This is an optimization exercise on Yosys and OpenROAD, whose aim is small area and a short achievable clock period, not a production implementation. The RTL was checked by simulation tests, not by an equivalence proof against the original design. No activity file was given, so power comes from the tool's default toggle rates.

===== config.mk =====
export PLATFORM = sky130hd
export DESIGN_NAME = frontend_top
export DESIGN_NICKNAME = frontend_top
export VERILOG_FILES = /design/flow/design.v
export SDC_FILE = /design/flow/constraint.sdc
export NUM_CORES = 4
export LEC_CHECK = 0
export CAP_MARGIN = 20
export CELL_PAD_IN_SITES_DETAIL_PLACEMENT = 2
export CELL_PAD_IN_SITES_GLOBAL_PLACEMENT = 4
export CORE_MARGIN = 2
export CORE_UTILIZATION = 30
export PLACE_DENSITY = 0.45
export SLEW_MARGIN = 20

===== design.v =====
`default_nettype none
package frontend_pkg;
  localparam int unsigned DISPATCH_WIDTH = 2;
  localparam int unsigned INSTR_BYTES = 4;
  typedef logic [31:0] xlen_t;
  typedef logic [31:0] pc_t;
  typedef logic [31:0] instr_t;
  localparam int unsigned IMEM_WORDS = 64;
  localparam int unsigned IMEM_ADDR_BITS = $clog2(IMEM_WORDS);
  typedef logic [IMEM_ADDR_BITS-1:0] imem_addr_t;
  localparam pc_t RESET_PC = 32'h0000_0000;
  localparam int unsigned AXIL_STRB_BITS = 4;
  localparam logic [1:0] AXIL_RESP_OKAY = 2'b00;
  localparam logic [6:0] OPC_BRANCH = 7'b110_0011;
  localparam logic [6:0] OPC_JAL = 7'b110_1111;
  localparam logic [6:0] OPC_JALR = 7'b110_0111;
  typedef enum logic [1:0] {
    CTRL_NONE,
    CTRL_BRANCH,
    CTRL_JAL,
    CTRL_JALR
  } ctrl_kind_t;
endpackage
`default_nettype wire
`default_nettype none
module instr_mem (
  input  wire                      clk,
  input  wire                      rst,
  input  frontend_pkg::xlen_t      awaddr,
  input  wire                      awvalid,
  output logic                     awready,
  input  frontend_pkg::xlen_t      wdata,
  input  wire [frontend_pkg::AXIL_STRB_BITS-1:0] wstrb,
  input  wire                      wvalid,
  output logic                     wready,
  output logic [1:0]               bresp,
  output logic                     bvalid,
  input  wire                      bready,
  input  frontend_pkg::xlen_t      araddr,
  input  wire                      arvalid,
  output logic                     arready,
  output frontend_pkg::xlen_t      rdata,
  output logic [1:0]               rresp,
  output logic                     rvalid,
  input  wire                      rready,
  input  frontend_pkg::imem_addr_t rd_addr0_i,
  input  frontend_pkg::imem_addr_t rd_addr1_i,
  output frontend_pkg::instr_t     rd_data0_o,
  output frontend_pkg::instr_t     rd_data1_o
);
  frontend_pkg::instr_t mem [frontend_pkg::IMEM_WORDS];
  logic bvalid_q;
  logic rvalid_q;
  frontend_pkg::xlen_t rdata_q;
  logic wr_accept;
  logic rd_accept;
  frontend_pkg::imem_addr_t wr_idx;
  frontend_pkg::imem_addr_t rd_idx;
  assign rd_data0_o = mem[rd_addr0_i];
  assign rd_data1_o = mem[rd_addr1_i];
  assign wr_idx = awaddr[2 +: frontend_pkg::IMEM_ADDR_BITS];
  assign rd_idx = araddr[2 +: frontend_pkg::IMEM_ADDR_BITS];
  assign wr_accept = awvalid && wvalid && !bvalid_q;
  assign rd_accept = arvalid && !rvalid_q;
  assign awready = wr_accept;
  assign wready = wr_accept;
  assign bvalid = bvalid_q;
  assign bresp = frontend_pkg::AXIL_RESP_OKAY;
  assign arready = !rvalid_q;
  assign rvalid = rvalid_q;
  assign rdata = rdata_q;
  assign rresp = frontend_pkg::AXIL_RESP_OKAY;
  always_ff @(posedge clk) begin
    if (wr_accept) begin
      mem[wr_idx] <= wdata;
    end
  end
  always_ff @(posedge clk) begin
    if (rd_accept) begin
      rdata_q <= mem[rd_idx];
    end
  end
  always_ff @(posedge clk) begin
    if (rst) begin
      bvalid_q <= 1'b0;
      rvalid_q <= 1'b0;
    end else begin
      if (wr_accept) begin
        bvalid_q <= 1'b1;
      end else if (bready) begin
        bvalid_q <= 1'b0;
      end
      if (rd_accept) begin
        rvalid_q <= 1'b1;
      end else if (rready) begin
        rvalid_q <= 1'b0;
      end
    end
  end
endmodule
`default_nettype wire
`default_nettype none
module fetch_unit (
  input  wire                      clk,
  input  wire                      rst,
  input  wire                      fetch_enable_i,
  input  wire                      dispatch_ready_i,
  input  frontend_pkg::pc_t        next_pc_i,
  output frontend_pkg::imem_addr_t rd_addr0_o,
  output frontend_pkg::imem_addr_t rd_addr1_o,
  input  frontend_pkg::instr_t     rd_data0_i,
  input  frontend_pkg::instr_t     rd_data1_i,
  output frontend_pkg::pc_t        pair_pc0_o,
  output frontend_pkg::pc_t        pair_pc1_o,
  output frontend_pkg::instr_t     pair_instr0_o,
  output frontend_pkg::instr_t     pair_instr1_o,
  output logic                     pair_valid_o,
  output logic                     pair_fire_o
);
  frontend_pkg::pc_t pc_q;
  frontend_pkg::pc_t pc1;
  frontend_pkg::imem_addr_t word0;
  logic fire;
  assign pc1 = pc_q + frontend_pkg::pc_t'(frontend_pkg::INSTR_BYTES);
  assign word0 = pc_q[2 +: frontend_pkg::IMEM_ADDR_BITS];
  assign rd_addr0_o = word0;
  assign rd_addr1_o = word0 + frontend_pkg::imem_addr_t'(1);
  assign fire = fetch_enable_i && dispatch_ready_i;
  assign pair_pc0_o = pc_q;
  assign pair_pc1_o = pc1;
  assign pair_instr0_o = rd_data0_i;
  assign pair_instr1_o = rd_data1_i;
  assign pair_valid_o = fetch_enable_i;
  assign pair_fire_o = fire;
  always_ff @(posedge clk) begin
    if (rst) begin
      pc_q <= frontend_pkg::RESET_PC;
    end else if (fire) begin
      pc_q <= next_pc_i;
    end
  end
endmodule
`default_nettype wire
`default_nettype none
module branch_predictor (
  input  wire                                     clk,
  input  wire                                     rst,
  input  frontend_pkg::pc_t                       pair_pc0_i,
  input  frontend_pkg::pc_t                       pair_pc1_i,
  input  frontend_pkg::instr_t                    pair_instr0_i,
  input  frontend_pkg::instr_t                    pair_instr1_i,
  input  wire                                     pair_valid_i,
  input  wire                                     pair_fire_i,
  input  wire                                     resolve_valid_i,
  input  wire                                     resolve_taken_i,
  output frontend_pkg::pc_t                       next_pc_o,
  output logic [frontend_pkg::DISPATCH_WIDTH-1:0] slot_valid_o,
  output logic                                    speculative_o
);
  typedef enum logic [1:0] {
    STRONG_NOT_TAKEN,
    WEAK_NOT_TAKEN,
    WEAK_TAKEN,
    STRONG_TAKEN
  } counter_t;
  counter_t counter_q;
  logic speculative_q;
  frontend_pkg::pc_t slot_pc [frontend_pkg::DISPATCH_WIDTH];
  frontend_pkg::instr_t slot_instr [frontend_pkg::DISPATCH_WIDTH];
  frontend_pkg::ctrl_kind_t kind [frontend_pkg::DISPATCH_WIDTH];
  logic [frontend_pkg::DISPATCH_WIDTH-1:0] is_ctrl;
  frontend_pkg::xlen_t imm_b [frontend_pkg::DISPATCH_WIDTH];
  frontend_pkg::xlen_t imm_j [frontend_pkg::DISPATCH_WIDTH];
  frontend_pkg::pc_t target [frontend_pkg::DISPATCH_WIDTH];
  frontend_pkg::ctrl_kind_t sel_kind;
  frontend_pkg::pc_t sel_target;
  logic pred_taken;
  frontend_pkg::pc_t seq_pc;
  logic valid_ctrl;
  function automatic frontend_pkg::ctrl_kind_t classify(input frontend_pkg::instr_t instr);
    case (instr[6:0])
      frontend_pkg::OPC_BRANCH: classify = frontend_pkg::CTRL_BRANCH;
      frontend_pkg::OPC_JAL:    classify = frontend_pkg::CTRL_JAL;
      frontend_pkg::OPC_JALR:   classify = frontend_pkg::CTRL_JALR;
      default:    classify = frontend_pkg::CTRL_NONE;
    endcase
  endfunction
  always_comb begin
    slot_pc[0] = pair_pc0_i;
    slot_pc[1] = pair_pc1_i;
    slot_instr[0] = pair_instr0_i;
    slot_instr[1] = pair_instr1_i;
    for (int i = 0; i < frontend_pkg::DISPATCH_WIDTH; i++) begin
      kind[i] = classify(slot_instr[i]);
      is_ctrl[i] = (kind[i] != frontend_pkg::CTRL_NONE);
      imm_b[i] = {{19{slot_instr[i][31]}}, slot_instr[i][31], slot_instr[i][7],
                  slot_instr[i][30:25], slot_instr[i][11:8], 1'b0};
      imm_j[i] = {{11{slot_instr[i][31]}}, slot_instr[i][31], slot_instr[i][19:12],
                  slot_instr[i][20], slot_instr[i][30:21], 1'b0};
      if (kind[i] == frontend_pkg::CTRL_JAL) begin
        target[i] = slot_pc[i] + imm_j[i];
      end else begin
        target[i] = slot_pc[i] + imm_b[i];
      end
    end
  end
  always_comb begin
    if (is_ctrl[0]) begin
      sel_kind = kind[0];
      sel_target = target[0];
    end else begin
      sel_kind = kind[1];
      sel_target = target[1];
    end
    pred_taken = (sel_kind == frontend_pkg::CTRL_JAL) ||
                 ((sel_kind == frontend_pkg::CTRL_BRANCH) && ((counter_q == WEAK_TAKEN) || (counter_q == STRONG_TAKEN)));
    seq_pc = pair_pc0_i + frontend_pkg::pc_t'(frontend_pkg::DISPATCH_WIDTH * frontend_pkg::INSTR_BYTES);
  end
  always_comb begin
    if (!speculative_q) begin
      slot_valid_o[0] = pair_valid_i;
      slot_valid_o[1] = pair_valid_i && !(is_ctrl[0] && (pred_taken || is_ctrl[1]));
      if (pred_taken) begin
        next_pc_o = sel_target;
      end else if (is_ctrl[0] && is_ctrl[1]) begin
        next_pc_o = pair_pc1_i;
      end else begin
        next_pc_o = seq_pc;
      end
    end else begin
      slot_valid_o[0] = pair_valid_i && !is_ctrl[0];
      slot_valid_o[1] = pair_valid_i && !is_ctrl[0] && !is_ctrl[1];
      if (is_ctrl[0]) begin
        next_pc_o = pair_pc0_i;
      end else if (is_ctrl[1]) begin
        next_pc_o = pair_pc1_i;
      end else begin
        next_pc_o = seq_pc;
      end
    end
  end
  assign valid_ctrl = |(is_ctrl & slot_valid_o);
  assign speculative_o = speculative_q;
  always_ff @(posedge clk) begin
    if (rst) begin
      speculative_q <= 1'b0;
    end else if (resolve_valid_i) begin
      speculative_q <= 1'b0;
    end else if (pair_fire_i && valid_ctrl) begin
      speculative_q <= 1'b1;
    end
  end
  always_ff @(posedge clk) begin
    if (rst) begin
      counter_q <= WEAK_NOT_TAKEN;
    end else if (resolve_valid_i) begin
      case (counter_q)
        STRONG_NOT_TAKEN: counter_q <= resolve_taken_i ? WEAK_NOT_TAKEN : STRONG_NOT_TAKEN;
        WEAK_NOT_TAKEN:   counter_q <= resolve_taken_i ? WEAK_TAKEN : STRONG_NOT_TAKEN;
        WEAK_TAKEN:       counter_q <= resolve_taken_i ? STRONG_TAKEN : WEAK_NOT_TAKEN;
        default:          counter_q <= resolve_taken_i ? STRONG_TAKEN : WEAK_TAKEN;
      endcase
    end
  end
endmodule
`default_nettype wire
`default_nettype none
module frontend_top (
  input  wire                                     clk,
  input  wire                                     rst,
  input  wire                                     fetch_enable_i,
  input  frontend_pkg::xlen_t                     s_axil_awaddr_i,
  input  wire                                     s_axil_awvalid_i,
  output logic                                    s_axil_awready_o,
  input  frontend_pkg::xlen_t                     s_axil_wdata_i,
  input  wire [frontend_pkg::AXIL_STRB_BITS-1:0]  s_axil_wstrb_i,
  input  wire                                     s_axil_wvalid_i,
  output logic                                    s_axil_wready_o,
  output logic [1:0]                              s_axil_bresp_o,
  output logic                                    s_axil_bvalid_o,
  input  wire                                     s_axil_bready_i,
  input  frontend_pkg::xlen_t                     s_axil_araddr_i,
  input  wire                                     s_axil_arvalid_i,
  output logic                                    s_axil_arready_o,
  output frontend_pkg::xlen_t                     s_axil_rdata_o,
  output logic [1:0]                              s_axil_rresp_o,
  output logic                                    s_axil_rvalid_o,
  input  wire                                     s_axil_rready_i,
  output logic                                    dispatch_valid_o,
  input  wire                                     dispatch_ready_i,
  output frontend_pkg::pc_t                       dispatch_pc0_o,
  output frontend_pkg::pc_t                       dispatch_pc1_o,
  output frontend_pkg::instr_t                    dispatch_instr0_o,
  output frontend_pkg::instr_t                    dispatch_instr1_o,
  output logic [frontend_pkg::DISPATCH_WIDTH-1:0] dispatch_slot_valid_o,
  input  wire                                     resolve_valid_i,
  input  wire                                     resolve_taken_i,
  output logic                                    speculative_o
);
  frontend_pkg::pc_t next_pc;
  frontend_pkg::imem_addr_t rd_addr0;
  frontend_pkg::imem_addr_t rd_addr1;
  frontend_pkg::instr_t rd_data0;
  frontend_pkg::instr_t rd_data1;
  frontend_pkg::pc_t pair_pc0;
  frontend_pkg::pc_t pair_pc1;
  frontend_pkg::instr_t pair_instr0;
  frontend_pkg::instr_t pair_instr1;
  logic pair_valid;
  logic pair_fire;
  assign dispatch_valid_o = pair_valid;
  assign dispatch_pc0_o = pair_pc0;
  assign dispatch_pc1_o = pair_pc1;
  assign dispatch_instr0_o = pair_instr0;
  assign dispatch_instr1_o = pair_instr1;
  instr_mem i_instr_mem (
    .clk        (clk),
    .rst        (rst),
    .awaddr     (s_axil_awaddr_i),
    .awvalid    (s_axil_awvalid_i),
    .awready    (s_axil_awready_o),
    .wdata      (s_axil_wdata_i),
    .wstrb      (s_axil_wstrb_i),
    .wvalid     (s_axil_wvalid_i),
    .wready     (s_axil_wready_o),
    .bresp      (s_axil_bresp_o),
    .bvalid     (s_axil_bvalid_o),
    .bready     (s_axil_bready_i),
    .araddr     (s_axil_araddr_i),
    .arvalid    (s_axil_arvalid_i),
    .arready    (s_axil_arready_o),
    .rdata      (s_axil_rdata_o),
    .rresp      (s_axil_rresp_o),
    .rvalid     (s_axil_rvalid_o),
    .rready     (s_axil_rready_i),
    .rd_addr0_i (rd_addr0),
    .rd_addr1_i (rd_addr1),
    .rd_data0_o (rd_data0),
    .rd_data1_o (rd_data1)
  );
  fetch_unit i_fetch_unit (
    .clk              (clk),
    .rst              (rst),
    .fetch_enable_i   (fetch_enable_i),
    .dispatch_ready_i (dispatch_ready_i),
    .next_pc_i        (next_pc),
    .rd_addr0_o       (rd_addr0),
    .rd_addr1_o       (rd_addr1),
    .rd_data0_i       (rd_data0),
    .rd_data1_i       (rd_data1),
    .pair_pc0_o       (pair_pc0),
    .pair_pc1_o       (pair_pc1),
    .pair_instr0_o    (pair_instr0),
    .pair_instr1_o    (pair_instr1),
    .pair_valid_o     (pair_valid),
    .pair_fire_o      (pair_fire)
  );
  branch_predictor i_branch_predictor (
    .clk             (clk),
    .rst             (rst),
    .pair_pc0_i      (pair_pc0),
    .pair_pc1_i      (pair_pc1),
    .pair_instr0_i   (pair_instr0),
    .pair_instr1_i   (pair_instr1),
    .pair_valid_i    (pair_valid),
    .pair_fire_i     (pair_fire),
    .resolve_valid_i (resolve_valid_i),
    .resolve_taken_i (resolve_taken_i),
    .next_pc_o       (next_pc),
    .slot_valid_o    (dispatch_slot_valid_o),
    .speculative_o   (speculative_o)
  );
endmodule
`default_nettype wire

===== constraint.sdc =====
create_clock -name core_clock -period 10.0 [get_ports {clk}]
set_input_delay 2.0000 -clock core_clock [delete_from_list [all_inputs] [get_ports {clk}]]
set_output_delay 2.0000 -clock core_clock [all_outputs]
set_load 0.01 [all_outputs]

===== run.sh =====
#!/bin/bash
# synth_recipe.tcl (not shown) runs the flow's synth.tcl, then flattens the netlist and writes it again
# the make line also repeats each setting of config.mk as NAME=value (left out here)
make -C /OpenROAD-flow-scripts/flow DESIGN_CONFIG=/design/flow/config.mk WORK_HOME=/design/flow/orfs CLKGATE_MAP_FILE= SYNTH_SCRIPT=/design/flow/synth_recipe.tcl finish

==> metrics.yaml <==
run_status:
  run_status: "timing/DRC/antenna clean"
synth:
  syn_avg_cell_area_um2: 19.9
  synth_top_area_frac: 0.529
  synth_top_flop_cell: "edfxtp_1"
  yosysMostFrequentCell: "edfxtp_1"
  netlist_top_cells_area: "edfxtp_1 53%, mux4_2 37%, clkbuf_1 0.91%"
  synth_seq_cells: 2122
  synth-edff-count: 2080
  synth-xor-area-share: 0.00696
  post_synth_and_or_nand_nor_area_fraction: 0.0236
  synth_area_mm2: 0.118
  synth_commonest_cells: "2080 x edfxtp_1, 1938 x mux4_2, 286 x clkbuf_1"
  synthMuxAreaShare: 0.378
  synth_adder_area_share: 0.00691
  yosys.area.top_type: "edfxtp_1"
  syn_inst: 5940
  synth_top_family_by_area: "multiplexers"
  yosys_warnings: 9
  synth_compound_area_frac: 0.0267
  yosysSeqAreaShare: 0.536
  synthArstFlopShare: 0
  synth_cell_types: 93
worst_hold_path:
  hp-class: "reg2reg"
  whs_path_depth: 2
  holdCritStartpoint: "i_instr_mem.bvalid_q$_SDFFE_PP0P_"
  whs_endpoint: "i_instr_mem.bvalid_q$_SDFFE_PP0P_"
drt:
  met3WireLength_mm: 31.1
  wl_met2_mm: 273
  dr.first_iter.drc_count: 8226
  drt-total-wl_mm: 570
  vias: 73100
  routedLengthMet1_mm: 249
  top_layer_used: "met5"
  routed_via_density: 6.27
  firstDrtPassIters: 5
  ant_nets: 0
  drc: 0
  wl_per_cell_um: 48.8
floorplanning:
  coreArea_mm2: 0.392
  fp.dieH_um: 631
  die_area_mm2: 0.399
  die_w_um: 631
  start_util: 0.301
  ios: 284
  rows: 230
sta:
  fin_crit_sh: 0.904
  slew_headroom: 0.216
  finalHoldViolations: 0
  fmax_mhz: 111
  rsz0062_at_grt: "no"
  final.min_clock_period_ps: 9040
  setup_viol: 0
  timing.hold.ws_ps: 491
  tns_ps: 0
  skew_ps: 64.3
  tightestPinTransition_ps: 1180
  finalMaxSlewViolations: 0
setup_path:
  setup.worst_path.class: "reg2reg"
  reg2reg_depth: 23
  r2r-start: "i_fetch_unit.pc_q[3]$_SDFFE_PP0P_"
  crit_fanout: 63
  arrival_ps: 9820
  start_kind: "flip-flop"
  r2r_end: "i_fetch_unit.pc_q[30]$_SDFFE_PP0P_"
  cp-end-kind: "flip-flop"
  r2r_slack_ps: 960
  worstPathRequired_ps: 10780
clocking:
  cts_resized: 0
  cts_tree: "yes"
  path_clk_slew_ps: 60
  clk_latency_ps: 950
  cts_setup_buffers: 0
  cts.sinks: 2122
  clockBufferDepth: 4
  hold_buffers: 0
  cts_made_buffers: 283
  ctsRootBufferMaster: "clkbuf_16"
  h-tree-depth: 5
global_routing:
  grt_start_max_net_pins: 86
  grt_pass1_wl_mm: 759
  antenna_found_initial: 66
  first_global_vias: 76800
  grt_usage: 0.283
  overflow: 0
layout:
  final_area_mm2: 0.137
  num-fill-cells: 37800
  syn_to_final_growth_pct: 15.6
  nNetsFinal: 6389
  layout-drive-gt1-share: 0.435
pwr:
  p_per_area_mw_per_mm2: 164
  power_w: 0.0225
  ir_worst_vdd_v: 0.000121
  cellLeakagePower_nw: 40.7
placement:
  dp_hpwl_mm: 347
  io_buffers: 221
  placement.cell_area_mm2: 0.128
  place.gp.congestion: 0.773
run:
  drv_cap: 0
[placed cells by master, fill, tap and decap left out, types with 15 or more instances in the layout]
master and instances:
and2_1 16, buf_4 286, a21o_1 42, clkbuf_1 69, nor2b_1 29, a22oi_1 15
buf_12 41, a211oi_1 29, nand4_1 18, clkinv_1 63, nor2_1 102, nand2_1 170
diode_2 15, clkbuf_16 290, mux2i_1 72, o211ai_1 25, clkinv_2 36, dfxtp_1 34
bufinv_16 15, mux2_2 29, o22ai_1 17, or3_1 15, edfxtp_1 2080, nor2_4 65
ha_1 61, a21oi_1 74, nand3_1 39, nor3_1 38, inv_1 37, mux4_2 1938
o21a_1 15, o21ai_0 98, clkdlybuf4s50_1 182, a31oi_1 20, xnor2_1 48, xor2_1 42
[critical path, cell delays in order (launching register included)]
cell      delay [ps]
dfxtp_1          710
ha_1             530
a21boi_1         320
nor2_4           280
buf_12           510
buf_4            730
nand4_1          400
and4bb_2         460
and3_1           210
and4_2           500
buf_4            320
mux2_2           480
ha_1             320
a21oi_1          240
o211ai_1         150
a21oi_1          310
o31ai_2          190
a31oi_1          820
o211a_1          340
o31ai_1           90
a21oi_1          190
xor2_1           170
a211oi_1         110
a211o_1          300
[metrics by stage]
stage                      util  setup WS, ps  std cells
after detailed placement  0.326           851      11100
after floorplan               -          3120       5945
after global placement    0.326           880      11100
after CTS                 0.348           790      11600
final                     0.348           963      11700
after global routing      0.348           559      11700
[area by class of cell]
class,count,area (µm²),area share
multi-input cells,3240,52900,0.387
clock buffers,361,7540,0.0552
flip-flops and latches,2122,63300,0.464
repair buffers,523,4940,0.0362
clock inverters,139,1120,0.00824
inverters,44,188,0.00137
diodes,15,37.5,0.000275
well taps,5220,6530,0.0478
[sequential cells by signal, indices dropped and copies added (netlist names), named ones only]
register / flops
i_instr_mem.mem: 2048
i_instr_mem.bvalid_q: 1
i_instr_mem.rdata_q: 32
i_instr_mem.rvalid_q: 1
i_branch_predictor.counter_q: 2
i_fetch_unit.pc_q: 31
i_branch_predictor.speculative_q: 1
[report_power, final]
part           internal, W  switching (W)
clock              0.00571        0.00422
sequential         0.00981      0.0000473
combinational      0.00109        0.00158
[how the worst max path moves through the flow]
stage                                       from                            endpoint  slack (ps)  depth (start not counted)
5_1_grt        i_fetch_unit.pc_q[3]$_SDFFE_PP0P_  i_fetch_unit.pc_q[26]$_SDFFE_PP0P_         560                         23
6_report       i_fetch_unit.pc_q[3]$_SDFFE_PP0P_  i_fetch_unit.pc_q[30]$_SDFFE_PP0P_         960                         23
3_5_place_dp   i_fetch_unit.pc_q[3]$_SDFFE_PP0P_  i_fetch_unit.pc_q[30]$_SDFFE_PP0P_         850                         23
4_1_cts        i_fetch_unit.pc_q[3]$_SDFFE_PP0P_  i_fetch_unit.pc_q[30]$_SDFFE_PP0P_         790                         23
2_1_floorplan  i_fetch_unit.pc_q[2]$_SDFFE_PP0P_  i_fetch_unit.pc_q[30]$_SDFFE_PP0P_        3120                         24
3_3_place_gp   i_fetch_unit.pc_q[3]$_SDFFE_PP0P_  i_fetch_unit.pc_q[30]$_SDFFE_PP0P_         880                         23
[logic make-up after synthesis]
logic type / count (synthesis)
adders and majority gates: 64
AOI/OAI and AO/OA: 460
muxes: 2039
other: 1
DFF: 2122
buffers and inverters: 583
and+or+nand+nor: 578
xor gates and xnor gates: 93
[metal layers]
layer  up-vias  GRT usage
met5         -          0
met4         4     0.0755
met3       666     0.0348
met2      2777      0.463
met1     42400      0.400
li1      27200          -

static timing again, ports no longer ideal:
Ports are ideal in the flow. The routed layout listed here was re-timed in OpenROAD.
Step 1 assumes that a clkbuf_16 drives the clock port and a buf_2 every other input.
Step 2, shift: input delay + t, output delay - t, t = (earliest + latest rising clock arrival at the registers) / 2. This alone moves slack from input paths to output paths.
Slacks: ideal / step 1 / step 2; pairs: ideal / step 1.
shift t [ns]: 1.029
setup WS [ns]: 0.963 / 0.963 / 0.963
hold WS [ns]: 0.491 / 0.491 / 0.491
cell pins on the clock port's net: 1
After both steps setup and hold are still met in this run. For this run, drivers alone change the setup slack by 0.000 ns; drivers and shift together by 0.000 ns.
